From an optimization exercise on the open Yosys and OpenROAD flow, aimed at small area, a short achievable clock period and few clock cycles per item; shortcuts taken in it are not production practice. Only simulation tests tie the RTL to the original design; equivalence was not proved. Power and IR drop assume default switching activity.

File: design/flow/standard.sh
#!/bin/bash
# synth_recipe.tcl (not shown) runs the flow's synth.tcl, then flattens the netlist and writes it again
# the make line also repeats each setting of config.mk as NAME=value (left out here)
make -C /OpenROAD-flow-scripts/flow DESIGN_CONFIG=/design/flow/config.mk WORK_HOME=/design/flow/orfs CLKGATE_MAP_FILE= SYNTH_SCRIPT=/design/flow/synth_recipe.tcl "${@:-finish}"
File: design/flow/config.mk
export PLATFORM = sky130hd
export DESIGN_NAME = cla_mp_add_seq
export DESIGN_NICKNAME = cla_mp_add_seq
export VERILOG_FILES = /design/flow/design.v
export SDC_FILE = /design/flow/constraint.sdc
export NUM_CORES = 4
export LEC_CHECK = 0
export ABC_AREA = 1
export CAP_MARGIN = 20
export CORE_ASPECT_RATIO = 0.3
export CORE_MARGIN = 2
export CORE_UTILIZATION = 60
export CTS_BUF_LIST = sky130_fd_sc_hd__clkbuf_4
export SETUP_SLACK_MARGIN = 5
export SLEW_MARGIN = 20
File: design/flow/design.v
package cla_pkg;
    localparam int WORD_W = 64;
    typedef enum logic [1:0] {IDLE, RUN, DONE} state_t;
    function automatic integer idx_w(input integer n);
        idx_w = n <= 1 ? 1 : $clog2(n);
    endfunction
endpackage
module add256 (
    input  logic [255:0] a,
    input  logic [255:0] b,
    input  logic         cin,
    output logic [255:0] sum,
    output logic         cout
);
    wire [255:0] p = a ^ b;
    wire [255:0] g = a & b;
    wire [255:0] c;
    wire n1g = g[1] | p[1] & g[0];
    wire n1p = p[1] & p[0];
    wire n2g = g[3] | p[3] & g[2];
    wire n2p = p[3] & p[2];
    wire n3g = g[2] | p[2] & n1g;
    wire n3p = p[2] & n1p;
    wire n4g = n2g | n2p & n1g;
    wire n4p = n2p & n1p;
    wire n5g = g[5] | p[5] & g[4];
    wire n5p = p[5] & p[4];
    wire n6g = g[7] | p[7] & g[6];
    wire n6p = p[7] & p[6];
    wire n7g = g[6] | p[6] & n5g;
    wire n7p = p[6] & n5p;
    wire n8g = n6g | n6p & n5g;
    wire n8p = n6p & n5p;
    wire n9g = g[9] | p[9] & g[8];
    wire n9p = p[9] & p[8];
    wire n10g = g[11] | p[11] & g[10];
    wire n10p = p[11] & p[10];
    wire n11g = g[10] | p[10] & n9g;
    wire n11p = p[10] & n9p;
    wire n12g = n10g | n10p & n9g;
    wire n12p = n10p & n9p;
    wire n13g = g[13] | p[13] & g[12];
    wire n13p = p[13] & p[12];
    wire n14g = g[15] | p[15] & g[14];
    wire n14p = p[15] & p[14];
    wire n15g = g[14] | p[14] & n13g;
    wire n15p = p[14] & n13p;
    wire n16g = n14g | n14p & n13g;
    wire n16p = n14p & n13p;
    wire n17g = g[17] | p[17] & g[16];
    wire n17p = p[17] & p[16];
    wire n18g = g[19] | p[19] & g[18];
    wire n18p = p[19] & p[18];
    wire n19g = g[18] | p[18] & n17g;
    wire n19p = p[18] & n17p;
    wire n20g = n18g | n18p & n17g;
    wire n20p = n18p & n17p;
    wire n21g = g[21] | p[21] & g[20];
    wire n21p = p[21] & p[20];
    wire n22g = g[23] | p[23] & g[22];
    wire n22p = p[23] & p[22];
    wire n23g = g[22] | p[22] & n21g;
    wire n23p = p[22] & n21p;
    wire n24g = n22g | n22p & n21g;
    wire n24p = n22p & n21p;
    wire n25g = g[25] | p[25] & g[24];
    wire n25p = p[25] & p[24];
    wire n26g = g[27] | p[27] & g[26];
    wire n26p = p[27] & p[26];
    wire n27g = g[26] | p[26] & n25g;
    wire n27p = p[26] & n25p;
    wire n28g = n26g | n26p & n25g;
    wire n28p = n26p & n25p;
    wire n29g = g[29] | p[29] & g[28];
    wire n29p = p[29] & p[28];
    wire n30g = g[31] | p[31] & g[30];
    wire n30p = p[31] & p[30];
    wire n31g = g[30] | p[30] & n29g;
    wire n31p = p[30] & n29p;
    wire n32g = n30g | n30p & n29g;
    wire n32p = n30p & n29p;
    wire n33g = g[33] | p[33] & g[32];
    wire n33p = p[33] & p[32];
    wire n34g = g[35] | p[35] & g[34];
    wire n34p = p[35] & p[34];
    wire n35g = g[34] | p[34] & n33g;
    wire n35p = p[34] & n33p;
    wire n36g = n34g | n34p & n33g;
    wire n36p = n34p & n33p;
    wire n37g = g[37] | p[37] & g[36];
    wire n37p = p[37] & p[36];
    wire n38g = g[39] | p[39] & g[38];
    wire n38p = p[39] & p[38];
    wire n39g = g[38] | p[38] & n37g;
    wire n39p = p[38] & n37p;
    wire n40g = n38g | n38p & n37g;
    wire n40p = n38p & n37p;
    wire n41g = g[41] | p[41] & g[40];
    wire n41p = p[41] & p[40];
    wire n42g = g[43] | p[43] & g[42];
    wire n42p = p[43] & p[42];
    wire n43g = g[42] | p[42] & n41g;
    wire n43p = p[42] & n41p;
    wire n44g = n42g | n42p & n41g;
    wire n44p = n42p & n41p;
    wire n45g = g[45] | p[45] & g[44];
    wire n45p = p[45] & p[44];
    wire n46g = g[47] | p[47] & g[46];
    wire n46p = p[47] & p[46];
    wire n47g = g[46] | p[46] & n45g;
    wire n47p = p[46] & n45p;
    wire n48g = n46g | n46p & n45g;
    wire n48p = n46p & n45p;
    wire n49g = g[49] | p[49] & g[48];
    wire n49p = p[49] & p[48];
    wire n50g = g[51] | p[51] & g[50];
    wire n50p = p[51] & p[50];
    wire n51g = g[50] | p[50] & n49g;
    wire n51p = p[50] & n49p;
    wire n52g = n50g | n50p & n49g;
    wire n52p = n50p & n49p;
    wire n53g = g[53] | p[53] & g[52];
    wire n53p = p[53] & p[52];
    wire n54g = g[55] | p[55] & g[54];
    wire n54p = p[55] & p[54];
    wire n55g = g[54] | p[54] & n53g;
    wire n55p = p[54] & n53p;
    wire n56g = n54g | n54p & n53g;
    wire n56p = n54p & n53p;
    wire n57g = g[57] | p[57] & g[56];
    wire n57p = p[57] & p[56];
    wire n58g = g[59] | p[59] & g[58];
    wire n58p = p[59] & p[58];
    wire n59g = g[58] | p[58] & n57g;
    wire n59p = p[58] & n57p;
    wire n60g = n58g | n58p & n57g;
    wire n60p = n58p & n57p;
    wire n61g = g[61] | p[61] & g[60];
    wire n61p = p[61] & p[60];
    wire n62g = g[63] | p[63] & g[62];
    wire n62p = p[63] & p[62];
    wire n63g = g[62] | p[62] & n61g;
    wire n63p = p[62] & n61p;
    wire n64g = n62g | n62p & n61g;
    wire n64p = n62p & n61p;
    wire n65g = g[65] | p[65] & g[64];
    wire n65p = p[65] & p[64];
    wire n66g = g[67] | p[67] & g[66];
    wire n66p = p[67] & p[66];
    wire n67g = g[66] | p[66] & n65g;
    wire n67p = p[66] & n65p;
    wire n68g = n66g | n66p & n65g;
    wire n68p = n66p & n65p;
    wire n69g = g[69] | p[69] & g[68];
    wire n69p = p[69] & p[68];
    wire n70g = g[71] | p[71] & g[70];
    wire n70p = p[71] & p[70];
    wire n71g = g[70] | p[70] & n69g;
    wire n71p = p[70] & n69p;
    wire n72g = n70g | n70p & n69g;
    wire n72p = n70p & n69p;
    wire n73g = g[73] | p[73] & g[72];
    wire n73p = p[73] & p[72];
    wire n74g = g[75] | p[75] & g[74];
    wire n74p = p[75] & p[74];
    wire n75g = g[74] | p[74] & n73g;
    wire n75p = p[74] & n73p;
    wire n76g = n74g | n74p & n73g;
    wire n76p = n74p & n73p;
    wire n77g = g[77] | p[77] & g[76];
    wire n77p = p[77] & p[76];
    wire n78g = g[79] | p[79] & g[78];
    wire n78p = p[79] & p[78];
    wire n79g = g[78] | p[78] & n77g;
    wire n79p = p[78] & n77p;
    wire n80g = n78g | n78p & n77g;
    wire n80p = n78p & n77p;
    wire n81g = g[81] | p[81] & g[80];
    wire n81p = p[81] & p[80];
    wire n82g = g[83] | p[83] & g[82];
    wire n82p = p[83] & p[82];
    wire n83g = g[82] | p[82] & n81g;
    wire n83p = p[82] & n81p;
    wire n84g = n82g | n82p & n81g;
    wire n84p = n82p & n81p;
    wire n85g = g[85] | p[85] & g[84];
    wire n85p = p[85] & p[84];
    wire n86g = g[87] | p[87] & g[86];
    wire n86p = p[87] & p[86];
    wire n87g = g[86] | p[86] & n85g;
    wire n87p = p[86] & n85p;
    wire n88g = n86g | n86p & n85g;
    wire n88p = n86p & n85p;
    wire n89g = g[89] | p[89] & g[88];
    wire n89p = p[89] & p[88];
    wire n90g = g[91] | p[91] & g[90];
    wire n90p = p[91] & p[90];
    wire n91g = g[90] | p[90] & n89g;
    wire n91p = p[90] & n89p;
    wire n92g = n90g | n90p & n89g;
    wire n92p = n90p & n89p;
    wire n93g = g[93] | p[93] & g[92];
    wire n93p = p[93] & p[92];
    wire n94g = g[95] | p[95] & g[94];
    wire n94p = p[95] & p[94];
    wire n95g = g[94] | p[94] & n93g;
    wire n95p = p[94] & n93p;
    wire n96g = n94g | n94p & n93g;
    wire n96p = n94p & n93p;
    wire n97g = g[97] | p[97] & g[96];
    wire n97p = p[97] & p[96];
    wire n98g = g[99] | p[99] & g[98];
    wire n98p = p[99] & p[98];
    wire n99g = g[98] | p[98] & n97g;
    wire n99p = p[98] & n97p;
    wire n100g = n98g | n98p & n97g;
    wire n100p = n98p & n97p;
    wire n101g = g[101] | p[101] & g[100];
    wire n101p = p[101] & p[100];
    wire n102g = g[103] | p[103] & g[102];
    wire n102p = p[103] & p[102];
    wire n103g = g[102] | p[102] & n101g;
    wire n103p = p[102] & n101p;
    wire n104g = n102g | n102p & n101g;
    wire n104p = n102p & n101p;
    wire n105g = g[105] | p[105] & g[104];
    wire n105p = p[105] & p[104];
    wire n106g = g[107] | p[107] & g[106];
    wire n106p = p[107] & p[106];
    wire n107g = g[106] | p[106] & n105g;
    wire n107p = p[106] & n105p;
    wire n108g = n106g | n106p & n105g;
    wire n108p = n106p & n105p;
    wire n109g = g[109] | p[109] & g[108];
    wire n109p = p[109] & p[108];
    wire n110g = g[111] | p[111] & g[110];
    wire n110p = p[111] & p[110];
    wire n111g = g[110] | p[110] & n109g;
    wire n111p = p[110] & n109p;
    wire n112g = n110g | n110p & n109g;
    wire n112p = n110p & n109p;
    wire n113g = g[113] | p[113] & g[112];
    wire n113p = p[113] & p[112];
    wire n114g = g[115] | p[115] & g[114];
    wire n114p = p[115] & p[114];
    wire n115g = g[114] | p[114] & n113g;
    wire n115p = p[114] & n113p;
    wire n116g = n114g | n114p & n113g;
    wire n116p = n114p & n113p;
    wire n117g = g[117] | p[117] & g[116];
    wire n117p = p[117] & p[116];
    wire n118g = g[119] | p[119] & g[118];
    wire n118p = p[119] & p[118];
    wire n119g = g[118] | p[118] & n117g;
    wire n119p = p[118] & n117p;
    wire n120g = n118g | n118p & n117g;
    wire n120p = n118p & n117p;
    wire n121g = g[121] | p[121] & g[120];
    wire n121p = p[121] & p[120];
    wire n122g = g[123] | p[123] & g[122];
    wire n122p = p[123] & p[122];
    wire n123g = g[122] | p[122] & n121g;
    wire n123p = p[122] & n121p;
    wire n124g = n122g | n122p & n121g;
    wire n124p = n122p & n121p;
    wire n125g = g[125] | p[125] & g[124];
    wire n125p = p[125] & p[124];
    wire n126g = g[127] | p[127] & g[126];
    wire n126p = p[127] & p[126];
    wire n127g = g[126] | p[126] & n125g;
    wire n127p = p[126] & n125p;
    wire n128g = n126g | n126p & n125g;
    wire n128p = n126p & n125p;
    wire n129g = g[129] | p[129] & g[128];
    wire n129p = p[129] & p[128];
    wire n130g = g[131] | p[131] & g[130];
    wire n130p = p[131] & p[130];
    wire n131g = g[130] | p[130] & n129g;
    wire n131p = p[130] & n129p;
    wire n132g = n130g | n130p & n129g;
    wire n132p = n130p & n129p;
    wire n133g = g[133] | p[133] & g[132];
    wire n133p = p[133] & p[132];
    wire n134g = g[135] | p[135] & g[134];
    wire n134p = p[135] & p[134];
    wire n135g = g[134] | p[134] & n133g;
    wire n135p = p[134] & n133p;
    wire n136g = n134g | n134p & n133g;
    wire n136p = n134p & n133p;
    wire n137g = g[137] | p[137] & g[136];
    wire n137p = p[137] & p[136];
    wire n138g = g[139] | p[139] & g[138];
    wire n138p = p[139] & p[138];
    wire n139g = g[138] | p[138] & n137g;
    wire n139p = p[138] & n137p;
    wire n140g = n138g | n138p & n137g;
    wire n140p = n138p & n137p;
    wire n141g = g[141] | p[141] & g[140];
    wire n141p = p[141] & p[140];
    wire n142g = g[143] | p[143] & g[142];
    wire n142p = p[143] & p[142];
    wire n143g = g[142] | p[142] & n141g;
    wire n143p = p[142] & n141p;
    wire n144g = n142g | n142p & n141g;
    wire n144p = n142p & n141p;
    wire n145g = g[145] | p[145] & g[144];
    wire n145p = p[145] & p[144];
    wire n146g = g[147] | p[147] & g[146];
    wire n146p = p[147] & p[146];
    wire n147g = g[146] | p[146] & n145g;
    wire n147p = p[146] & n145p;
    wire n148g = n146g | n146p & n145g;
    wire n148p = n146p & n145p;
    wire n149g = g[149] | p[149] & g[148];
    wire n149p = p[149] & p[148];
    wire n150g = g[151] | p[151] & g[150];
    wire n150p = p[151] & p[150];
    wire n151g = g[150] | p[150] & n149g;
    wire n151p = p[150] & n149p;
    wire n152g = n150g | n150p & n149g;
    wire n152p = n150p & n149p;
    wire n153g = g[153] | p[153] & g[152];
    wire n153p = p[153] & p[152];
    wire n154g = g[155] | p[155] & g[154];
    wire n154p = p[155] & p[154];
    wire n155g = g[154] | p[154] & n153g;
    wire n155p = p[154] & n153p;
    wire n156g = n154g | n154p & n153g;
    wire n156p = n154p & n153p;
    wire n157g = g[157] | p[157] & g[156];
    wire n157p = p[157] & p[156];
    wire n158g = g[159] | p[159] & g[158];
    wire n158p = p[159] & p[158];
    wire n159g = g[158] | p[158] & n157g;
    wire n159p = p[158] & n157p;
    wire n160g = n158g | n158p & n157g;
    wire n160p = n158p & n157p;
    wire n161g = g[161] | p[161] & g[160];
    wire n161p = p[161] & p[160];
    wire n162g = g[163] | p[163] & g[162];
    wire n162p = p[163] & p[162];
    wire n163g = g[162] | p[162] & n161g;
    wire n163p = p[162] & n161p;
    wire n164g = n162g | n162p & n161g;
    wire n164p = n162p & n161p;
    wire n165g = g[165] | p[165] & g[164];
    wire n165p = p[165] & p[164];
    wire n166g = g[167] | p[167] & g[166];
    wire n166p = p[167] & p[166];
    wire n167g = g[166] | p[166] & n165g;
    wire n167p = p[166] & n165p;
    wire n168g = n166g | n166p & n165g;
    wire n168p = n166p & n165p;
    wire n169g = g[169] | p[169] & g[168];
    wire n169p = p[169] & p[168];
    wire n170g = g[171] | p[171] & g[170];
    wire n170p = p[171] & p[170];
    wire n171g = g[170] | p[170] & n169g;
    wire n171p = p[170] & n169p;
    wire n172g = n170g | n170p & n169g;
    wire n172p = n170p & n169p;
    wire n173g = g[173] | p[173] & g[172];
    wire n173p = p[173] & p[172];
    wire n174g = g[175] | p[175] & g[174];
    wire n174p = p[175] & p[174];
    wire n175g = g[174] | p[174] & n173g;
    wire n175p = p[174] & n173p;
    wire n176g = n174g | n174p & n173g;
    wire n176p = n174p & n173p;
    wire n177g = g[177] | p[177] & g[176];
    wire n177p = p[177] & p[176];
    wire n178g = g[179] | p[179] & g[178];
    wire n178p = p[179] & p[178];
    wire n179g = g[178] | p[178] & n177g;
    wire n179p = p[178] & n177p;
    wire n180g = n178g | n178p & n177g;
    wire n180p = n178p & n177p;
    wire n181g = g[181] | p[181] & g[180];
    wire n181p = p[181] & p[180];
    wire n182g = g[183] | p[183] & g[182];
    wire n182p = p[183] & p[182];
    wire n183g = g[182] | p[182] & n181g;
    wire n183p = p[182] & n181p;
    wire n184g = n182g | n182p & n181g;
    wire n184p = n182p & n181p;
    wire n185g = g[185] | p[185] & g[184];
    wire n185p = p[185] & p[184];
    wire n186g = g[187] | p[187] & g[186];
    wire n186p = p[187] & p[186];
    wire n187g = g[186] | p[186] & n185g;
    wire n187p = p[186] & n185p;
    wire n188g = n186g | n186p & n185g;
    wire n188p = n186p & n185p;
    wire n189g = g[189] | p[189] & g[188];
    wire n189p = p[189] & p[188];
    wire n190g = g[191] | p[191] & g[190];
    wire n190p = p[191] & p[190];
    wire n191g = g[190] | p[190] & n189g;
    wire n191p = p[190] & n189p;
    wire n192g = n190g | n190p & n189g;
    wire n192p = n190p & n189p;
    wire n193g = g[193] | p[193] & g[192];
    wire n193p = p[193] & p[192];
    wire n194g = g[195] | p[195] & g[194];
    wire n194p = p[195] & p[194];
    wire n195g = g[194] | p[194] & n193g;
    wire n195p = p[194] & n193p;
    wire n196g = n194g | n194p & n193g;
    wire n196p = n194p & n193p;
    wire n197g = g[197] | p[197] & g[196];
    wire n197p = p[197] & p[196];
    wire n198g = g[199] | p[199] & g[198];
    wire n198p = p[199] & p[198];
    wire n199g = g[198] | p[198] & n197g;
    wire n199p = p[198] & n197p;
    wire n200g = n198g | n198p & n197g;
    wire n200p = n198p & n197p;
    wire n201g = g[201] | p[201] & g[200];
    wire n201p = p[201] & p[200];
    wire n202g = g[203] | p[203] & g[202];
    wire n202p = p[203] & p[202];
    wire n203g = g[202] | p[202] & n201g;
    wire n203p = p[202] & n201p;
    wire n204g = n202g | n202p & n201g;
    wire n204p = n202p & n201p;
    wire n205g = g[205] | p[205] & g[204];
    wire n205p = p[205] & p[204];
    wire n206g = g[207] | p[207] & g[206];
    wire n206p = p[207] & p[206];
    wire n207g = g[206] | p[206] & n205g;
    wire n207p = p[206] & n205p;
    wire n208g = n206g | n206p & n205g;
    wire n208p = n206p & n205p;
    wire n209g = g[209] | p[209] & g[208];
    wire n209p = p[209] & p[208];
    wire n210g = g[211] | p[211] & g[210];
    wire n210p = p[211] & p[210];
    wire n211g = g[210] | p[210] & n209g;
    wire n211p = p[210] & n209p;
    wire n212g = n210g | n210p & n209g;
    wire n212p = n210p & n209p;
    wire n213g = g[213] | p[213] & g[212];
    wire n213p = p[213] & p[212];
    wire n214g = g[215] | p[215] & g[214];
    wire n214p = p[215] & p[214];
    wire n215g = g[214] | p[214] & n213g;
    wire n215p = p[214] & n213p;
    wire n216g = n214g | n214p & n213g;
    wire n216p = n214p & n213p;
    wire n217g = g[217] | p[217] & g[216];
    wire n217p = p[217] & p[216];
    wire n218g = g[219] | p[219] & g[218];
    wire n218p = p[219] & p[218];
    wire n219g = g[218] | p[218] & n217g;
    wire n219p = p[218] & n217p;
    wire n220g = n218g | n218p & n217g;
    wire n220p = n218p & n217p;
    wire n221g = g[221] | p[221] & g[220];
    wire n221p = p[221] & p[220];
    wire n222g = g[223] | p[223] & g[222];
    wire n222p = p[223] & p[222];
    wire n223g = g[222] | p[222] & n221g;
    wire n223p = p[222] & n221p;
    wire n224g = n222g | n222p & n221g;
    wire n224p = n222p & n221p;
    wire n225g = g[225] | p[225] & g[224];
    wire n225p = p[225] & p[224];
    wire n226g = g[227] | p[227] & g[226];
    wire n226p = p[227] & p[226];
    wire n227g = g[226] | p[226] & n225g;
    wire n227p = p[226] & n225p;
    wire n228g = n226g | n226p & n225g;
    wire n228p = n226p & n225p;
    wire n229g = g[229] | p[229] & g[228];
    wire n229p = p[229] & p[228];
    wire n230g = g[231] | p[231] & g[230];
    wire n230p = p[231] & p[230];
    wire n231g = g[230] | p[230] & n229g;
    wire n231p = p[230] & n229p;
    wire n232g = n230g | n230p & n229g;
    wire n232p = n230p & n229p;
    wire n233g = g[233] | p[233] & g[232];
    wire n233p = p[233] & p[232];
    wire n234g = g[235] | p[235] & g[234];
    wire n234p = p[235] & p[234];
    wire n235g = g[234] | p[234] & n233g;
    wire n235p = p[234] & n233p;
    wire n236g = n234g | n234p & n233g;
    wire n236p = n234p & n233p;
    wire n237g = g[237] | p[237] & g[236];
    wire n237p = p[237] & p[236];
    wire n238g = g[239] | p[239] & g[238];
    wire n238p = p[239] & p[238];
    wire n239g = g[238] | p[238] & n237g;
    wire n239p = p[238] & n237p;
    wire n240g = n238g | n238p & n237g;
    wire n240p = n238p & n237p;
    wire n241g = g[241] | p[241] & g[240];
    wire n241p = p[241] & p[240];
    wire n242g = g[243] | p[243] & g[242];
    wire n242p = p[243] & p[242];
    wire n243g = g[242] | p[242] & n241g;
    wire n243p = p[242] & n241p;
    wire n244g = n242g | n242p & n241g;
    wire n244p = n242p & n241p;
    wire n245g = g[245] | p[245] & g[244];
    wire n245p = p[245] & p[244];
    wire n246g = g[247] | p[247] & g[246];
    wire n246p = p[247] & p[246];
    wire n247g = g[246] | p[246] & n245g;
    wire n247p = p[246] & n245p;
    wire n248g = n246g | n246p & n245g;
    wire n248p = n246p & n245p;
    wire n249g = g[249] | p[249] & g[248];
    wire n249p = p[249] & p[248];
    wire n250g = g[251] | p[251] & g[250];
    wire n250p = p[251] & p[250];
    wire n251g = g[250] | p[250] & n249g;
    wire n251p = p[250] & n249p;
    wire n252g = n250g | n250p & n249g;
    wire n252p = n250p & n249p;
    wire n253g = g[253] | p[253] & g[252];
    wire n253p = p[253] & p[252];
    wire n254g = g[255] | p[255] & g[254];
    wire n254p = p[255] & p[254];
    wire n255g = g[254] | p[254] & n253g;
    wire n255p = p[254] & n253p;
    wire n256g = n254g | n254p & n253g;
    wire n256p = n254p & n253p;
    wire n257g = n4g | n4p & cin;
    wire n258g = n12g | n12p & n8g;
    wire n258p = n12p & n8p;
    wire n259g = n20g | n20p & n16g;
    wire n259p = n20p & n16p;
    wire n260g = n28g | n28p & n24g;
    wire n260p = n28p & n24p;
    wire n261g = n36g | n36p & n32g;
    wire n261p = n36p & n32p;
    wire n262g = n44g | n44p & n40g;
    wire n262p = n44p & n40p;
    wire n263g = n52g | n52p & n48g;
    wire n263p = n52p & n48p;
    wire n264g = n60g | n60p & n56g;
    wire n264p = n60p & n56p;
    wire n265g = n68g | n68p & n64g;
    wire n265p = n68p & n64p;
    wire n266g = n76g | n76p & n72g;
    wire n266p = n76p & n72p;
    wire n267g = n84g | n84p & n80g;
    wire n267p = n84p & n80p;
    wire n268g = n92g | n92p & n88g;
    wire n268p = n92p & n88p;
    wire n269g = n100g | n100p & n96g;
    wire n269p = n100p & n96p;
    wire n270g = n108g | n108p & n104g;
    wire n270p = n108p & n104p;
    wire n271g = n116g | n116p & n112g;
    wire n271p = n116p & n112p;
    wire n272g = n124g | n124p & n120g;
    wire n272p = n124p & n120p;
    wire n273g = n132g | n132p & n128g;
    wire n273p = n132p & n128p;
    wire n274g = n140g | n140p & n136g;
    wire n274p = n140p & n136p;
    wire n275g = n148g | n148p & n144g;
    wire n275p = n148p & n144p;
    wire n276g = n156g | n156p & n152g;
    wire n276p = n156p & n152p;
    wire n277g = n164g | n164p & n160g;
    wire n277p = n164p & n160p;
    wire n278g = n172g | n172p & n168g;
    wire n278p = n172p & n168p;
    wire n279g = n180g | n180p & n176g;
    wire n279p = n180p & n176p;
    wire n280g = n188g | n188p & n184g;
    wire n280p = n188p & n184p;
    wire n281g = n196g | n196p & n192g;
    wire n281p = n196p & n192p;
    wire n282g = n204g | n204p & n200g;
    wire n282p = n204p & n200p;
    wire n283g = n212g | n212p & n208g;
    wire n283p = n212p & n208p;
    wire n284g = n220g | n220p & n216g;
    wire n284p = n220p & n216p;
    wire n285g = n228g | n228p & n224g;
    wire n285p = n228p & n224p;
    wire n286g = n236g | n236p & n232g;
    wire n286p = n236p & n232p;
    wire n287g = n244g | n244p & n240g;
    wire n287p = n244p & n240p;
    wire n288g = n252g | n252p & n248g;
    wire n288p = n252p & n248p;
    wire n289g = n258g | n258p & n257g;
    wire n290g = n260g | n260p & n259g;
    wire n290p = n260p & n259p;
    wire n291g = n262g | n262p & n261g;
    wire n291p = n262p & n261p;
    wire n292g = n264g | n264p & n263g;
    wire n292p = n264p & n263p;
    wire n293g = n266g | n266p & n265g;
    wire n293p = n266p & n265p;
    wire n294g = n268g | n268p & n267g;
    wire n294p = n268p & n267p;
    wire n295g = n270g | n270p & n269g;
    wire n295p = n270p & n269p;
    wire n296g = n272g | n272p & n271g;
    wire n296p = n272p & n271p;
    wire n297g = n274g | n274p & n273g;
    wire n297p = n274p & n273p;
    wire n298g = n276g | n276p & n275g;
    wire n298p = n276p & n275p;
    wire n299g = n278g | n278p & n277g;
    wire n299p = n278p & n277p;
    wire n300g = n280g | n280p & n279g;
    wire n300p = n280p & n279p;
    wire n301g = n282g | n282p & n281g;
    wire n301p = n282p & n281p;
    wire n302g = n284g | n284p & n283g;
    wire n302p = n284p & n283p;
    wire n303g = n286g | n286p & n285g;
    wire n303p = n286p & n285p;
    wire n304g = n288g | n288p & n287g;
    wire n304p = n288p & n287p;
    wire n305g = n290g | n290p & n289g;
    wire n306g = n292g | n292p & n291g;
    wire n306p = n292p & n291p;
    wire n307g = n294g | n294p & n293g;
    wire n307p = n294p & n293p;
    wire n308g = n296g | n296p & n295g;
    wire n308p = n296p & n295p;
    wire n309g = n298g | n298p & n297g;
    wire n309p = n298p & n297p;
    wire n310g = n300g | n300p & n299g;
    wire n310p = n300p & n299p;
    wire n311g = n302g | n302p & n301g;
    wire n311p = n302p & n301p;
    wire n312g = n304g | n304p & n303g;
    wire n312p = n304p & n303p;
    wire n313g = n306g | n306p & n305g;
    wire n314g = n308g | n308p & n307g;
    wire n314p = n308p & n307p;
    wire n315g = n310g | n310p & n309g;
    wire n315p = n310p & n309p;
    wire n316g = n312g | n312p & n311g;
    wire n316p = n312p & n311p;
    wire n317g = n314g | n314p & n313g;
    wire n318g = n316g | n316p & n315g;
    wire n318p = n316p & n315p;
    wire n319g = n318g | n318p & n317g;
    wire n320g = n315g | n315p & n317g;
    wire n321g = n307g | n307p & n313g;
    wire n322g = n309g | n309p & n317g;
    wire n323g = n311g | n311p & n320g;
    wire n324g = n291g | n291p & n305g;
    wire n325g = n293g | n293p & n313g;
    wire n326g = n295g | n295p & n321g;
    wire n327g = n297g | n297p & n317g;
    wire n328g = n299g | n299p & n322g;
    wire n329g = n301g | n301p & n320g;
    wire n330g = n303g | n303p & n323g;
    wire n331g = n259g | n259p & n289g;
    wire n332g = n261g | n261p & n305g;
    wire n333g = n263g | n263p & n324g;
    wire n334g = n265g | n265p & n313g;
    wire n335g = n267g | n267p & n325g;
    wire n336g = n269g | n269p & n321g;
    wire n337g = n271g | n271p & n326g;
    wire n338g = n273g | n273p & n317g;
    wire n339g = n275g | n275p & n327g;
    wire n340g = n277g | n277p & n322g;
    wire n341g = n279g | n279p & n328g;
    wire n342g = n281g | n281p & n320g;
    wire n343g = n283g | n283p & n329g;
    wire n344g = n285g | n285p & n323g;
    wire n345g = n287g | n287p & n330g;
    wire n346g = n8g | n8p & n257g;
    wire n347g = n16g | n16p & n289g;
    wire n348g = n24g | n24p & n331g;
    wire n349g = n32g | n32p & n305g;
    wire n350g = n40g | n40p & n332g;
    wire n351g = n48g | n48p & n324g;
    wire n352g = n56g | n56p & n333g;
    wire n353g = n64g | n64p & n313g;
    wire n354g = n72g | n72p & n334g;
    wire n355g = n80g | n80p & n325g;
    wire n356g = n88g | n88p & n335g;
    wire n357g = n96g | n96p & n321g;
    wire n358g = n104g | n104p & n336g;
    wire n359g = n112g | n112p & n326g;
    wire n360g = n120g | n120p & n337g;
    wire n361g = n128g | n128p & n317g;
    wire n362g = n136g | n136p & n338g;
    wire n363g = n144g | n144p & n327g;
    wire n364g = n152g | n152p & n339g;
    wire n365g = n160g | n160p & n322g;
    wire n366g = n168g | n168p & n340g;
    wire n367g = n176g | n176p & n328g;
    wire n368g = n184g | n184p & n341g;
    wire n369g = n192g | n192p & n320g;
    wire n370g = n200g | n200p & n342g;
    wire n371g = n208g | n208p & n329g;
    wire n372g = n216g | n216p & n343g;
    wire n373g = n224g | n224p & n323g;
    wire n374g = n232g | n232p & n344g;
    wire n375g = n240g | n240p & n330g;
    wire n376g = n248g | n248p & n345g;
    wire n377g = n256g | n256p & n319g;
    assign c[0] = cin;
    wire n378g = g[0] | p[0] & cin;
    assign c[1] = n378g;
    wire n379g = n1g | n1p & cin;
    assign c[2] = n379g;
    wire n380g = n3g | n3p & cin;
    assign c[3] = n380g;
    assign c[4] = n257g;
    wire n381g = g[4] | p[4] & n4g | p[4] & n4p & cin;
    assign c[5] = n381g;
    wire n382g = n5g | n5p & n257g;
    assign c[6] = n382g;
    wire n383g = n7g | n7p & n257g;
    assign c[7] = n383g;
    assign c[8] = n346g;
    wire n384g = g[8] | p[8] & n8g | p[8] & n8p & n257g;
    assign c[9] = n384g;
    wire n385g = n9g | n9p & n346g;
    assign c[10] = n385g;
    wire n386g = n11g | n11p & n346g;
    assign c[11] = n386g;
    assign c[12] = n289g;
    wire n387g = g[12] | p[12] & n258g | p[12] & n258p & n257g;
    assign c[13] = n387g;
    wire n388g = n13g | n13p & n289g;
    assign c[14] = n388g;
    wire n389g = n15g | n15p & n289g;
    assign c[15] = n389g;
    assign c[16] = n347g;
    wire n390g = g[16] | p[16] & n16g | p[16] & n16p & n289g;
    assign c[17] = n390g;
    wire n391g = n17g | n17p & n347g;
    assign c[18] = n391g;
    wire n392g = n19g | n19p & n347g;
    assign c[19] = n392g;
    assign c[20] = n331g;
    wire n393g = g[20] | p[20] & n259g | p[20] & n259p & n289g;
    assign c[21] = n393g;
    wire n394g = n21g | n21p & n331g;
    assign c[22] = n394g;
    wire n395g = n23g | n23p & n331g;
    assign c[23] = n395g;
    assign c[24] = n348g;
    wire n396g = g[24] | p[24] & n24g | p[24] & n24p & n331g;
    assign c[25] = n396g;
    wire n397g = n25g | n25p & n348g;
    assign c[26] = n397g;
    wire n398g = n27g | n27p & n348g;
    assign c[27] = n398g;
    assign c[28] = n305g;
    wire n399g = g[28] | p[28] & n290g | p[28] & n290p & n289g;
    assign c[29] = n399g;
    wire n400g = n29g | n29p & n305g;
    assign c[30] = n400g;
    wire n401g = n31g | n31p & n305g;
    assign c[31] = n401g;
    assign c[32] = n349g;
    wire n402g = g[32] | p[32] & n32g | p[32] & n32p & n305g;
    assign c[33] = n402g;
    wire n403g = n33g | n33p & n349g;
    assign c[34] = n403g;
    wire n404g = n35g | n35p & n349g;
    assign c[35] = n404g;
    assign c[36] = n332g;
    wire n405g = g[36] | p[36] & n261g | p[36] & n261p & n305g;
    assign c[37] = n405g;
    wire n406g = n37g | n37p & n332g;
    assign c[38] = n406g;
    wire n407g = n39g | n39p & n332g;
    assign c[39] = n407g;
    assign c[40] = n350g;
    wire n408g = g[40] | p[40] & n40g | p[40] & n40p & n332g;
    assign c[41] = n408g;
    wire n409g = n41g | n41p & n350g;
    assign c[42] = n409g;
    wire n410g = n43g | n43p & n350g;
    assign c[43] = n410g;
    assign c[44] = n324g;
    wire n411g = g[44] | p[44] & n291g | p[44] & n291p & n305g;
    assign c[45] = n411g;
    wire n412g = n45g | n45p & n324g;
    assign c[46] = n412g;
    wire n413g = n47g | n47p & n324g;
    assign c[47] = n413g;
    assign c[48] = n351g;
    wire n414g = g[48] | p[48] & n48g | p[48] & n48p & n324g;
    assign c[49] = n414g;
    wire n415g = n49g | n49p & n351g;
    assign c[50] = n415g;
    wire n416g = n51g | n51p & n351g;
    assign c[51] = n416g;
    assign c[52] = n333g;
    wire n417g = g[52] | p[52] & n263g | p[52] & n263p & n324g;
    assign c[53] = n417g;
    wire n418g = n53g | n53p & n333g;
    assign c[54] = n418g;
    wire n419g = n55g | n55p & n333g;
    assign c[55] = n419g;
    assign c[56] = n352g;
    wire n420g = g[56] | p[56] & n56g | p[56] & n56p & n333g;
    assign c[57] = n420g;
    wire n421g = n57g | n57p & n352g;
    assign c[58] = n421g;
    wire n422g = n59g | n59p & n352g;
    assign c[59] = n422g;
    assign c[60] = n313g;
    wire n423g = g[60] | p[60] & n306g | p[60] & n306p & n305g;
    assign c[61] = n423g;
    wire n424g = n61g | n61p & n313g;
    assign c[62] = n424g;
    wire n425g = n63g | n63p & n313g;
    assign c[63] = n425g;
    assign c[64] = n353g;
    wire n426g = g[64] | p[64] & n64g | p[64] & n64p & n313g;
    assign c[65] = n426g;
    wire n427g = n65g | n65p & n353g;
    assign c[66] = n427g;
    wire n428g = n67g | n67p & n353g;
    assign c[67] = n428g;
    assign c[68] = n334g;
    wire n429g = g[68] | p[68] & n265g | p[68] & n265p & n313g;
    assign c[69] = n429g;
    wire n430g = n69g | n69p & n334g;
    assign c[70] = n430g;
    wire n431g = n71g | n71p & n334g;
    assign c[71] = n431g;
    assign c[72] = n354g;
    wire n432g = g[72] | p[72] & n72g | p[72] & n72p & n334g;
    assign c[73] = n432g;
    wire n433g = n73g | n73p & n354g;
    assign c[74] = n433g;
    wire n434g = n75g | n75p & n354g;
    assign c[75] = n434g;
    assign c[76] = n325g;
    wire n435g = g[76] | p[76] & n293g | p[76] & n293p & n313g;
    assign c[77] = n435g;
    wire n436g = n77g | n77p & n325g;
    assign c[78] = n436g;
    wire n437g = n79g | n79p & n325g;
    assign c[79] = n437g;
    assign c[80] = n355g;
    wire n438g = g[80] | p[80] & n80g | p[80] & n80p & n325g;
    assign c[81] = n438g;
    wire n439g = n81g | n81p & n355g;
    assign c[82] = n439g;
    wire n440g = n83g | n83p & n355g;
    assign c[83] = n440g;
    assign c[84] = n335g;
    wire n441g = g[84] | p[84] & n267g | p[84] & n267p & n325g;
    assign c[85] = n441g;
    wire n442g = n85g | n85p & n335g;
    assign c[86] = n442g;
    wire n443g = n87g | n87p & n335g;
    assign c[87] = n443g;
    assign c[88] = n356g;
    wire n444g = g[88] | p[88] & n88g | p[88] & n88p & n335g;
    assign c[89] = n444g;
    wire n445g = n89g | n89p & n356g;
    assign c[90] = n445g;
    wire n446g = n91g | n91p & n356g;
    assign c[91] = n446g;
    assign c[92] = n321g;
    wire n447g = g[92] | p[92] & n307g | p[92] & n307p & n313g;
    assign c[93] = n447g;
    wire n448g = n93g | n93p & n321g;
    assign c[94] = n448g;
    wire n449g = n95g | n95p & n321g;
    assign c[95] = n449g;
    assign c[96] = n357g;
    wire n450g = g[96] | p[96] & n96g | p[96] & n96p & n321g;
    assign c[97] = n450g;
    wire n451g = n97g | n97p & n357g;
    assign c[98] = n451g;
    wire n452g = n99g | n99p & n357g;
    assign c[99] = n452g;
    assign c[100] = n336g;
    wire n453g = g[100] | p[100] & n269g | p[100] & n269p & n321g;
    assign c[101] = n453g;
    wire n454g = n101g | n101p & n336g;
    assign c[102] = n454g;
    wire n455g = n103g | n103p & n336g;
    assign c[103] = n455g;
    assign c[104] = n358g;
    wire n456g = g[104] | p[104] & n104g | p[104] & n104p & n336g;
    assign c[105] = n456g;
    wire n457g = n105g | n105p & n358g;
    assign c[106] = n457g;
    wire n458g = n107g | n107p & n358g;
    assign c[107] = n458g;
    assign c[108] = n326g;
    wire n459g = g[108] | p[108] & n295g | p[108] & n295p & n321g;
    assign c[109] = n459g;
    wire n460g = n109g | n109p & n326g;
    assign c[110] = n460g;
    wire n461g = n111g | n111p & n326g;
    assign c[111] = n461g;
    assign c[112] = n359g;
    wire n462g = g[112] | p[112] & n112g | p[112] & n112p & n326g;
    assign c[113] = n462g;
    wire n463g = n113g | n113p & n359g;
    assign c[114] = n463g;
    wire n464g = n115g | n115p & n359g;
    assign c[115] = n464g;
    assign c[116] = n337g;
    wire n465g = g[116] | p[116] & n271g | p[116] & n271p & n326g;
    assign c[117] = n465g;
    wire n466g = n117g | n117p & n337g;
    assign c[118] = n466g;
    wire n467g = n119g | n119p & n337g;
    assign c[119] = n467g;
    assign c[120] = n360g;
    wire n468g = g[120] | p[120] & n120g | p[120] & n120p & n337g;
    assign c[121] = n468g;
    wire n469g = n121g | n121p & n360g;
    assign c[122] = n469g;
    wire n470g = n123g | n123p & n360g;
    assign c[123] = n470g;
    assign c[124] = n317g;
    wire n471g = g[124] | p[124] & n314g | p[124] & n314p & n313g;
    assign c[125] = n471g;
    wire n472g = n125g | n125p & n317g;
    assign c[126] = n472g;
    wire n473g = n127g | n127p & n317g;
    assign c[127] = n473g;
    assign c[128] = n361g;
    wire n474g = g[128] | p[128] & n128g | p[128] & n128p & n317g;
    assign c[129] = n474g;
    wire n475g = n129g | n129p & n361g;
    assign c[130] = n475g;
    wire n476g = n131g | n131p & n361g;
    assign c[131] = n476g;
    assign c[132] = n338g;
    wire n477g = g[132] | p[132] & n273g | p[132] & n273p & n317g;
    assign c[133] = n477g;
    wire n478g = n133g | n133p & n338g;
    assign c[134] = n478g;
    wire n479g = n135g | n135p & n338g;
    assign c[135] = n479g;
    assign c[136] = n362g;
    wire n480g = g[136] | p[136] & n136g | p[136] & n136p & n338g;
    assign c[137] = n480g;
    wire n481g = n137g | n137p & n362g;
    assign c[138] = n481g;
    wire n482g = n139g | n139p & n362g;
    assign c[139] = n482g;
    assign c[140] = n327g;
    wire n483g = g[140] | p[140] & n297g | p[140] & n297p & n317g;
    assign c[141] = n483g;
    wire n484g = n141g | n141p & n327g;
    assign c[142] = n484g;
    wire n485g = n143g | n143p & n327g;
    assign c[143] = n485g;
    assign c[144] = n363g;
    wire n486g = g[144] | p[144] & n144g | p[144] & n144p & n327g;
    assign c[145] = n486g;
    wire n487g = n145g | n145p & n363g;
    assign c[146] = n487g;
    wire n488g = n147g | n147p & n363g;
    assign c[147] = n488g;
    assign c[148] = n339g;
    wire n489g = g[148] | p[148] & n275g | p[148] & n275p & n327g;
    assign c[149] = n489g;
    wire n490g = n149g | n149p & n339g;
    assign c[150] = n490g;
    wire n491g = n151g | n151p & n339g;
    assign c[151] = n491g;
    assign c[152] = n364g;
    wire n492g = g[152] | p[152] & n152g | p[152] & n152p & n339g;
    assign c[153] = n492g;
    wire n493g = n153g | n153p & n364g;
    assign c[154] = n493g;
    wire n494g = n155g | n155p & n364g;
    assign c[155] = n494g;
    assign c[156] = n322g;
    wire n495g = g[156] | p[156] & n309g | p[156] & n309p & n317g;
    assign c[157] = n495g;
    wire n496g = n157g | n157p & n322g;
    assign c[158] = n496g;
    wire n497g = n159g | n159p & n322g;
    assign c[159] = n497g;
    assign c[160] = n365g;
    wire n498g = g[160] | p[160] & n160g | p[160] & n160p & n322g;
    assign c[161] = n498g;
    wire n499g = n161g | n161p & n365g;
    assign c[162] = n499g;
    wire n500g = n163g | n163p & n365g;
    assign c[163] = n500g;
    assign c[164] = n340g;
    wire n501g = g[164] | p[164] & n277g | p[164] & n277p & n322g;
    assign c[165] = n501g;
    wire n502g = n165g | n165p & n340g;
    assign c[166] = n502g;
    wire n503g = n167g | n167p & n340g;
    assign c[167] = n503g;
    assign c[168] = n366g;
    wire n504g = g[168] | p[168] & n168g | p[168] & n168p & n340g;
    assign c[169] = n504g;
    wire n505g = n169g | n169p & n366g;
    assign c[170] = n505g;
    wire n506g = n171g | n171p & n366g;
    assign c[171] = n506g;
    assign c[172] = n328g;
    wire n507g = g[172] | p[172] & n299g | p[172] & n299p & n322g;
    assign c[173] = n507g;
    wire n508g = n173g | n173p & n328g;
    assign c[174] = n508g;
    wire n509g = n175g | n175p & n328g;
    assign c[175] = n509g;
    assign c[176] = n367g;
    wire n510g = g[176] | p[176] & n176g | p[176] & n176p & n328g;
    assign c[177] = n510g;
    wire n511g = n177g | n177p & n367g;
    assign c[178] = n511g;
    wire n512g = n179g | n179p & n367g;
    assign c[179] = n512g;
    assign c[180] = n341g;
    wire n513g = g[180] | p[180] & n279g | p[180] & n279p & n328g;
    assign c[181] = n513g;
    wire n514g = n181g | n181p & n341g;
    assign c[182] = n514g;
    wire n515g = n183g | n183p & n341g;
    assign c[183] = n515g;
    assign c[184] = n368g;
    wire n516g = g[184] | p[184] & n184g | p[184] & n184p & n341g;
    assign c[185] = n516g;
    wire n517g = n185g | n185p & n368g;
    assign c[186] = n517g;
    wire n518g = n187g | n187p & n368g;
    assign c[187] = n518g;
    assign c[188] = n320g;
    wire n519g = g[188] | p[188] & n315g | p[188] & n315p & n317g;
    assign c[189] = n519g;
    wire n520g = n189g | n189p & n320g;
    assign c[190] = n520g;
    wire n521g = n191g | n191p & n320g;
    assign c[191] = n521g;
    assign c[192] = n369g;
    wire n522g = g[192] | p[192] & n192g | p[192] & n192p & n320g;
    assign c[193] = n522g;
    wire n523g = n193g | n193p & n369g;
    assign c[194] = n523g;
    wire n524g = n195g | n195p & n369g;
    assign c[195] = n524g;
    assign c[196] = n342g;
    wire n525g = g[196] | p[196] & n281g | p[196] & n281p & n320g;
    assign c[197] = n525g;
    wire n526g = n197g | n197p & n342g;
    assign c[198] = n526g;
    wire n527g = n199g | n199p & n342g;
    assign c[199] = n527g;
    assign c[200] = n370g;
    wire n528g = g[200] | p[200] & n200g | p[200] & n200p & n342g;
    assign c[201] = n528g;
    wire n529g = n201g | n201p & n370g;
    assign c[202] = n529g;
    wire n530g = n203g | n203p & n370g;
    assign c[203] = n530g;
    assign c[204] = n329g;
    wire n531g = g[204] | p[204] & n301g | p[204] & n301p & n320g;
    assign c[205] = n531g;
    wire n532g = n205g | n205p & n329g;
    assign c[206] = n532g;
    wire n533g = n207g | n207p & n329g;
    assign c[207] = n533g;
    assign c[208] = n371g;
    wire n534g = g[208] | p[208] & n208g | p[208] & n208p & n329g;
    assign c[209] = n534g;
    wire n535g = n209g | n209p & n371g;
    assign c[210] = n535g;
    wire n536g = n211g | n211p & n371g;
    assign c[211] = n536g;
    assign c[212] = n343g;
    wire n537g = g[212] | p[212] & n283g | p[212] & n283p & n329g;
    assign c[213] = n537g;
    wire n538g = n213g | n213p & n343g;
    assign c[214] = n538g;
    wire n539g = n215g | n215p & n343g;
    assign c[215] = n539g;
    assign c[216] = n372g;
    wire n540g = g[216] | p[216] & n216g | p[216] & n216p & n343g;
    assign c[217] = n540g;
    wire n541g = n217g | n217p & n372g;
    assign c[218] = n541g;
    wire n542g = n219g | n219p & n372g;
    assign c[219] = n542g;
    assign c[220] = n323g;
    wire n543g = g[220] | p[220] & n311g | p[220] & n311p & n320g;
    assign c[221] = n543g;
    wire n544g = n221g | n221p & n323g;
    assign c[222] = n544g;
    wire n545g = n223g | n223p & n323g;
    assign c[223] = n545g;
    assign c[224] = n373g;
    wire n546g = g[224] | p[224] & n224g | p[224] & n224p & n323g;
    assign c[225] = n546g;
    wire n547g = n225g | n225p & n373g;
    assign c[226] = n547g;
    wire n548g = n227g | n227p & n373g;
    assign c[227] = n548g;
    assign c[228] = n344g;
    wire n549g = g[228] | p[228] & n285g | p[228] & n285p & n323g;
    assign c[229] = n549g;
    wire n550g = n229g | n229p & n344g;
    assign c[230] = n550g;
    wire n551g = n231g | n231p & n344g;
    assign c[231] = n551g;
    assign c[232] = n374g;
    wire n552g = g[232] | p[232] & n232g | p[232] & n232p & n344g;
    assign c[233] = n552g;
    wire n553g = n233g | n233p & n374g;
    assign c[234] = n553g;
    wire n554g = n235g | n235p & n374g;
    assign c[235] = n554g;
    assign c[236] = n330g;
    wire n555g = g[236] | p[236] & n303g | p[236] & n303p & n323g;
    assign c[237] = n555g;
    wire n556g = n237g | n237p & n330g;
    assign c[238] = n556g;
    wire n557g = n239g | n239p & n330g;
    assign c[239] = n557g;
    assign c[240] = n375g;
    wire n558g = g[240] | p[240] & n240g | p[240] & n240p & n330g;
    assign c[241] = n558g;
    wire n559g = n241g | n241p & n375g;
    assign c[242] = n559g;
    wire n560g = n243g | n243p & n375g;
    assign c[243] = n560g;
    assign c[244] = n345g;
    wire n561g = g[244] | p[244] & n287g | p[244] & n287p & n330g;
    assign c[245] = n561g;
    wire n562g = n245g | n245p & n345g;
    assign c[246] = n562g;
    wire n563g = n247g | n247p & n345g;
    assign c[247] = n563g;
    assign c[248] = n376g;
    wire n564g = g[248] | p[248] & n248g | p[248] & n248p & n345g;
    assign c[249] = n564g;
    wire n565g = n249g | n249p & n376g;
    assign c[250] = n565g;
    wire n566g = n251g | n251p & n376g;
    assign c[251] = n566g;
    assign c[252] = n319g;
    wire n567g = g[252] | p[252] & n318g | p[252] & n318p & n317g;
    assign c[253] = n567g;
    wire n568g = n253g | n253p & n319g;
    assign c[254] = n568g;
    wire n569g = n255g | n255p & n319g;
    assign c[255] = n569g;
    assign sum  = p ^ c;
    assign cout = n377g;
endmodule
import cla_pkg::*;
module cla_mp_add_seq #(
    parameter int NUM_WORDS = 4
) (
    input  logic                                 clk,
    input  logic                                 rst,
    input  logic                                 in_valid,
    output logic                                 in_ready,
    input  logic [NUM_WORDS*cla_pkg::WORD_W-1:0] in_a,
    input  logic [NUM_WORDS*cla_pkg::WORD_W-1:0] in_b,
    input  logic                                 in_cin,
    input  logic                                 in_sub,
    output logic                                 out_valid,
    input  logic                                 out_ready,
    output logic [NUM_WORDS*cla_pkg::WORD_W-1:0] out_sum,
    output logic                                 out_cout,
    output logic                                 out_ovf,
    output logic                                 busy
);
    localparam int W = NUM_WORDS * WORD_W;
    logic [W-1:0] bb, s, sum_r;
    logic         c0, co, cout_r, ovf_r, valid_r, take;
    assign bb   = in_b ^ {W{in_sub}};
    assign c0   = in_cin ^ in_sub;
    assign take = ~valid_r | out_ready;
    add256 u_add (.a(in_a), .b(bb), .cin(c0), .sum(s), .cout(co));
    always_ff @(posedge clk) begin
        if (rst) valid_r <= 1'b0;
        else if (take) valid_r <= in_valid;
    end
    always_ff @(posedge clk) begin
        if (take) begin
            sum_r  <= s;
            cout_r <= co;
            ovf_r  <= in_a[W-1] ^ bb[W-1] ^ s[W-1] ^ co;
        end
    end
    assign in_ready  = take;
    assign out_valid = valid_r;
    assign busy      = valid_r;
    assign out_sum   = sum_r;
    assign out_cout  = cout_r;
    assign out_ovf   = ovf_r;
endmodule
File: design/flow/constraint.sdc
create_clock -name core_clock -period 10.0 [get_ports {clk}]
set_input_delay 2.0000 -clock core_clock [delete_from_list [all_inputs] [get_ports {clk}]]
set_output_delay 2.0000 -clock core_clock [all_outputs]
set_load 0.01 [all_outputs]
File: design/flow/flow/run.sh
#!/bin/bash
# Layout flow: the standard ORFS flow, with the port buffers inserted as the smallest buffer
# (repair_design and repair_timing still resize them where timing needs it).
set -euo pipefail
export BUFFER_PORTS_ARGS="-buffer_cell sky130_fd_sc_hd__buf_1"
bash standard.sh > standard_flow.log 2>&1
==> run summary, run 1 <==
Worst Hold Depth 2; Wirelength per Cell around 17 um; io pins a little under 800; Hold Path Class flop to flop; CTS tree yes; full die area between 0.03 and 0.04 mm2; first-pass GRT wire length slightly below 90000 um; final hold violation count 0; clock slew at reported path FFs 0.08 ns; Area Growth Syn to Fin 20.9%; Final Critical Period ~4.8 ns; RR Endpoint sum_r[122]; CP top delay family simple AND/OR/NAND/NOR gates; share of the synthesized area in the top cell type between 30% and 40%; CTS buffer count 57; maxcap violations 0; Least-Margin Pin Slew 0.908 ns; routed wire length roughly 60000 um; Primary FF master, synth edfxtp_1; reg2reg setup slack between 7 and 8 ns; Final ANT Viol Nets 0; mapped cell area 0.0211 mm2; Die Width approximately 350 um; # DRC 0; yosys warns 1; Syn Nets about 3100; # Post-CTS Setup Buffers 0; Placer Congestion approximately 0.9; Async SR Flop Fraction 0%; HP Start valid_r; Initial Util between 60% and 70%; CP Max Fanout 23; H-Tree Depth 2; critical path cell sequence clkbuf_16 > buf_16 > xor2_1 > ha_1 > nand2_1 > nor2_1 > nand2_1 > nor2_1 > nand2_1 > nor2_1 > nand2_4 > nand2_4 > nand2_1 > nand2_2 > nand2_1 > nand2_1 > inv_1 > o21bai_2 > a21o_1 > nand2_1 > nand3_1 > nand2_1; WP data required 10.51 ns; Synth area leader edfxtp_1; Root Driver clkbuf_4; Fmax 0.207 GHz; startpoint types input port; dpl hpwl roughly 47000 um; Final Cycle Share approximately half; r2r startpoint valid_r; CP Buf/Inv Count 3; Core ar. about 0.034 mm2; share of layout cells above drive strength 1 5.38%; initial antenna violation count 3; final setup TNS 0 ns; Setup WS post-layout between 5 and 6 ns; CP endpoint kind flop; Post-Syn Area per Cell between 9 and 10 um2; routed via count approximately 18000; hold path endpoint valid_r; Worst slew margin approximately two fifths; Worst Path Arrival 5.34 ns; top area cells in the synthesized netlist edfxtp_1 (37%), xor2_1 (17%), ha_1 (15%), nand2_1 (8.2%), inv_1 (4.7%); number of global-route vias before repair ~18000; largest net degree at the start of global routing 67; slowest CP cell nor2_1; R2R cell count 3; PwrDens 172 mW/mm2; first-pass detailed-route iteration total 7; starting DRC count in detailed routing around 1300; Setup Skew roughly 0.04 ns; slowest cell delay on critical path between 0.3 and 0.4 ns; setup violators final 0; chip height roughly 110 um; gr usage total between 30% and 40%; status timing/DRC/antenna clean; synthesized instance count approximately 2300; CTS max path bufs 3; quantity of I/O buffers inserted on ports 778; CTS sink count between 200 and 300; via-per-instance ratio roughly 5; Placement Setup Slack roughly 3.6 ns; Yosys reg bits 259; LEAKAGE 11.9 nW; Slew Limit Fails 0; worst skew pair latency between 0.7 and 0.8 ns; GRT overflow 0; sequential area share after synthesis 36.7%; RSZ-0062 raised after global routing false; count of flip-flops with a built-in enable after synthesis 258; fin nets around 3900; most used cell, CP nand2_1; Max VDD drop 105 uV; Post-CTS Hold Buffers 0; number of core rows 37; post-synthesis cell type count 48; WS Path Type input port to flop
[routing by layer]
layer  GRT usage (%)  up-vias  wire length, um
met5               0        -               34
met4            12.4        4             2450
met3            6.52      167             4000
met2            53.4      648            29200
met1            38.2     8288            24700
li1                -     9307                -
[power by group]
group / internal, W / switching [W] / leakage (nW) / total, W
sequential: 0.00163 / 0.0000963 / 2.68 / 0.00173
combinational: 0.000660 / 0.00111 / 8.78 / 0.00177
clock: 0.000420 / 0.000478 / 0.448 / 0.000898
total: 0.00271 / 0.00169 / 11.9 / 0.00439
[stage by stage]
stage	instances	util, %	instance area, um2	total power [W]	hold WS, ns
6_report	3629	74.3	25600	0.00439	0.870
5_1_grt	3627	74.2	25600	0.00467	0.912
4_1_cts	3623	74.0	25500	0.00440	0.886
3_5_place_dp	3519	71.6	24700	0.00349	0.877
3_3_place_gp	3519	71.6	24700	0.00345	0.892
2_1_floorplan	2297	-	21300	0.00290	1.60
[tightest hold or removal path: stages (launching register included)]
cell     delay (ns)
dfxtp_1        0.37
nand2_8        0.35
a21oi_1        0.11
[cell families after synthesis]
logic type	after synthesis	synth area share [%]
simple gates	702	14.1
xor+xnor	494	20.5
buf+inv	295	5.27
compound gates	290	8.16
flops	259	36.7
fa+ha+maj	257	15.2
[cell type report]
| class | instances | area [um2] |
|---|---|---|
| sequential | 259 | 7770 |
| clock inverter | 8 | 30.0 |
| clock buffer | 94 | 706 |
| antenna | 2 | 5.00 |
| inverter | 265 | 995 |
| fill | 2767 | 8870 |
| timing repair buffer | 790 | 3170 |
| multi-input combinational | 1743 | 12300 |
| tap | 468 | 586 |
[state kept, by name, summed over array words and instances (netlist names)]
signal and count:
cout_r 1, sum_r 256, valid_r 1, ovf_r 1
[timing repair]
item / 4_1_cts / 5_1_grt
endpoints found under the setup margin: 174 / 75
pin swaps: 0 / 0
gates resized for setup: 4 / 2
cloned: 2 / 4
[layout by cell type, fill, tap and decap left out, types with 7 or more instances in the layout]
cell and n:
nand2_4 11, xnor2_1 80, nor2_1 93, buf_1 777, o21bai_1 17, clkinv_1 7
a21oi_1 187, a21o_1 26, nor3_1 24, ha_1 256, nand2_1 462, nand3_1 66
clkbuf_4 94, a21oi_2 8, nand4_1 17, nand2_2 14, edfxtp_1 258, inv_1 262
xor2_1 414, o21ai_0 16
[cell usage after synthesis (3+ instances only)]
| master | count |
|---|---|
| o21bai_1 | 17 |
| buf_1 | 23 |
| a31oi_1 | 3 |
| o21bai_2 | 3 |
| o21ai_2 | 3 |
| inv_1 | 262 |
| a21o_1 | 26 |
| o31ai_1 | 4 |
| inv_2 | 3 |
| nand3_1 | 66 |
| a211oi_1 | 4 |
| xnor2_1 | 80 |
| o21a_1 | 3 |
| o21ai_0 | 16 |
| a31o_2 | 3 |
| nand4_1 | 17 |
| ha_1 | 256 |
| xor2_1 | 414 |
| nor2_1 | 94 |
| nand2_4 | 10 |
| nand2_2 | 14 |
| clkbuf_1 | 5 |
| edfxtp_1 | 258 |
| a21oi_1 | 191 |
| nor3_1 | 24 |
| a21oi_2 | 5 |
| nand2_1 | 464 |
[worst max path at each step]
stage	from	endpoint	slack (ns)	cells past startpoint
finish	in_sub	sum_r[154]	5.17	22
global route	in_sub	sum_r[175]	5.02	21
CTS	in_sub	sum_r[234]	5.05	21
detailed placement	in_sub	sum_r[234]	3.64	26
global placement	in_sub	sum_r[234]	3.72	21
floorplan	out_ready	in_ready	4.90	2
Testbench counts, summed over its fixed seeds: cycles 1,608, items 1,600.
==> run 2: changes to the inputs <==
--- a/design/flow/config.mk
+++ b/design/flow/config.mk
@@ -8,7 +8,7 @@
 export ABC_AREA = 1
 export CAP_MARGIN = 20
-export CORE_ASPECT_RATIO = 0.3
+export CORE_ASPECT_RATIO = 0.4
 export CORE_MARGIN = 2
-export CORE_UTILIZATION = 60
+export CORE_UTILIZATION = 50
 export CTS_BUF_LIST = sky130_fd_sc_hd__clkbuf_4
 export SETUP_SLACK_MARGIN = 5
==> run 2 against run 1 <==
  * Via count is 0.65% lower
  * Global-route usage fell by 2.7 points
  * Still clean
  * Critical path type is now input port to output pin
  * Design area increased by 0.68%
  * Largest cell class unchanged
==> run summary, run 2 <==
worst skew pair latency 0.78 ns (+0.03 ns); CTS buffer count 67 (+18%); setup violators final 0 (unchanged); filler instances 3851 (+39%); status timing/DRC/antenna clean; Hold Path Class flop to flop; CP endpoint kind output pin; Primary FF master, synth edfxtp_1; commonest non-fill, non-tap cell in the layout buf_1; Worst slew margin 38.3% (-1.2 points); full die area 0.0441 mm2 (+19%); via-per-instance ratio 4.89 (-3.6%); CTS tree yes; largest net degree at the start of global routing 119 (+78%); initial antenna violation count 11 (+8); Post-Syn Area per Cell 9.21 um2 (unchanged); sequential area share after synthesis 36.7% (unchanged); Fmax 0.209 GHz (+1.1%); routed wire length 64800 um (+7.5%); mapped cell area 0.0211 mm2 (unchanged); Wirelength per Cell 17.3 um (+4.3%); Hold WS 1.05 ns (+0.177 ns); synthesized instance count 2297 (unchanged); Setup Skew 0.0209 ns (-0.0182 ns); largest register by flop count sum_r; routed via count 18300 (-0.65%); Post-CTS Hold Buffers 0 (unchanged); GRT overflow 0 (unchanged); CTS sink count 259 (unchanged); maxcap violations 0 (unchanged); Final Cycle Share 47.7% (-0.55 points); Placer Congestion 0.928 (+1.2%); gr usage total 28.2% (-2.7 points); Placement Cell Area 0.0248 mm2 (+0.50%); Final Critical Period 4.77 ns (-0.0548 ns); share of the synthesized area in the top cell type 36.6% (unchanged); number of global-route vias before repair 17600 (+0.46%); LEAKAGE 11.9 nW (+0.15%); max reg flops 256 (unchanged); most frequent cell after synthesis nand2_1; Syn Nets 3072 (unchanged); Area Growth Syn to Fin 21.8%; yosys warns 1 (unchanged); commonest cells in the netlist nand2_1 (464), xor2_1 (414), inv_1 (262); quantity of I/O buffers inserted on ports 778 (unchanged); startpoint types input port; post-synthesis cell type count 48 (unchanged); HP Start valid_r; starting DRC count in detailed routing 783 (-42%); fin nets 3899 (+0.21%); final setup TNS 0 ns (unchanged); dpl hpwl 51400 um (+9.4%); Worst Path Arrival 2.77 ns (-2.57 ns); CTS max path bufs 3 (unchanged); share of layout cells above drive strength 1 5.50% (+0.12 points); count of flip-flops with a built-in enable after synthesis 258 (unchanged); Slew Limit Fails 0 (unchanged); H-Tree Depth 3 (+1); PwrDens 173 mW/mm2 (+0.63%); r2r startpoint valid_r; WS Path Type input port to output pin; Die Width 329 um (-5.1%); Synth area leader edfxtp_1; Final ANT Viol Nets 0 (unchanged); WP data required 8.00 ns (-2.51 ns); Core ar. 0.0415 mm2 (+21%); first-pass detailed-route iteration total 6 (-1); final core utilization 62.0% (-12 points); Root Driver clkbuf_4; number of core rows 47 (+27%); most frequent cells in the layout buf_1 (777), nand2_1 (462), xor2_1 (414); chip height 134 um (+25%); Yosys reg bits 259 (unchanged); RSZ-0062 raised after global routing false; Max VDD drop 91.8 uV (-12%); # DRC 0 (unchanged); clock slew at reported path FFs 0.08 ns (about the same); start point of the critical path out_ready; first-pass GRT wire length 94300 um (+5.5%); Final Cell Area 0.0257 mm2 (+0.68%); Least-Margin Pin Slew 0.926 ns (+0.0176 ns); Initial Util 50.9% (-10 points); CP Max Fanout 50 (+120%); Async SR Flop Fraction 0% (unchanged); final hold violation count 0 (unchanged); io pins 779 (unchanged); top area cells in the synthesized netlist edfxtp_1 (37%), xor2_1 (17%), ha_1 (15%), nand2_1 (8.2%), inv_1 (4.7%)
-- run 2: cell counts after synthesis --
No cell type changed its count.
-- run 2: per-stage QoR --
stage          power, W  worst slack (ns)  instances
5_1_grt         0.00475              5.05       3736
6_report        0.00445              5.23       3739
3_3_place_gp    0.00350              3.69       3613
4_1_cts         0.00448              5.14       3724
2_1_floorplan   0.00290              4.90       2297
3_5_place_dp    0.00351              3.65       3613
-- run 2: final timing paths --
| path | to | depth (start not counted) | slack, ns |
|---|---|---|---|
| setup reg to reg | sum_r[28] | 3 | 7.56 |
| hold reg to reg | sum_r[55] | 1 | 1.05 |
| hold / removal | sum_r[55] | 1 | 1.05 |
| setup / recovery | in_ready | 4 | 5.23 |
-- run 2: final cells by class --
cell class                 count  area (um2)  share of cell area [%]
clock inverter                 9        35.0                   0.136
tap                          563         704                    2.74
timing repair buffer         788        3150                    12.2
sequential                   259        7770                    30.2
multi-input combinational   1743       12300                    47.8
antenna                       12        30.0                   0.117
clock buffer                 100         751                    2.92
inverter                     265         995                    3.86
-- run 2: kinds of logic after synthesis --
| group | after synthesis | share of synthesized area [%] |
|---|---|---|
| AOI/OAI and AO/OA | 290 | 8.16 |
| xor gates and xnor gates | 494 | 20.5 |
| adders and majority gates | 257 | 15.2 |
| buffers and inverters | 295 | 5.27 |
| DFF | 259 | 36.7 |
| and+or+nand+nor | 702 | 14.1 |
-- run 2: metal layers --
metal	routed length, um	part of all wire (%)	track usage (%)
met1	26400	41	33.3
met2	30900	48	47.4
met3	4210	6.5	6.88
met4	3280	5.1	15.8
met5	22	0.034	0
-- run 2: critical path: stages --
cell	delay [ns]
buf_1	0.07
inv_1	0.13
nand2_8	0.28
buf_1	0.24
-- run 2: power breakdown --
part / internal [W] / total [W] / leakage (nW) / switching (W)
sequential: 0.00163 / 0.00173 / 2.68 / 0.000102
combinational: 0.000658 / 0.00178 / 8.77 / 0.00112
clock: 0.000452 / 0.000943 / 0.477 / 0.000491
total: 0.00274 / 0.00445 / 11.9 / 0.00171
-- run 2: repair_timing --
action / CTS / global route
resized for setup: 4 / 2
setup endpoints to repair: 169 / 60
cloned: 2 / 3
setup buffers: 0 / 0

## static timing again, ports no longer ideal
No port has a modelled driver above. Below, the same layouts with a new extraction and two added sets of constraints. Step 1, drivers: a clkbuf_16 drives clk and a buf_2 each remaining input, both assumed. Step 2 adds t to the input delays and takes it off the output delays; t is the mean of the earliest and latest rising clock arrival at the registers after step 1. Input paths then give back, and output paths get back, about the clock's delay inside the block. Slacks: ideal / step 1 / step 2; pairs: ideal / step 1.
run | t, ns | slack for setup (ns) | worst hold slack (ns) | slew at the worst register clock pin (ns) | worst slew at a driven data input, ns
run 1 | 0.795 | 5.170 / 5.115 / 4.320 | 0.870 / 0.870 / 0.870 | 0.10 / 0.10 | 0.13
run 2 | 0.808 | 5.225 / 5.152 / 4.344 | 1.047 / 1.047 / 1.047 | 0.08 / 0.08 | 0.16
After both steps setup and hold are still met in every run listed. For run 2, which loses most, drivers alone change the setup slack by -0.073 ns; drivers and shift together by -0.881 ns.
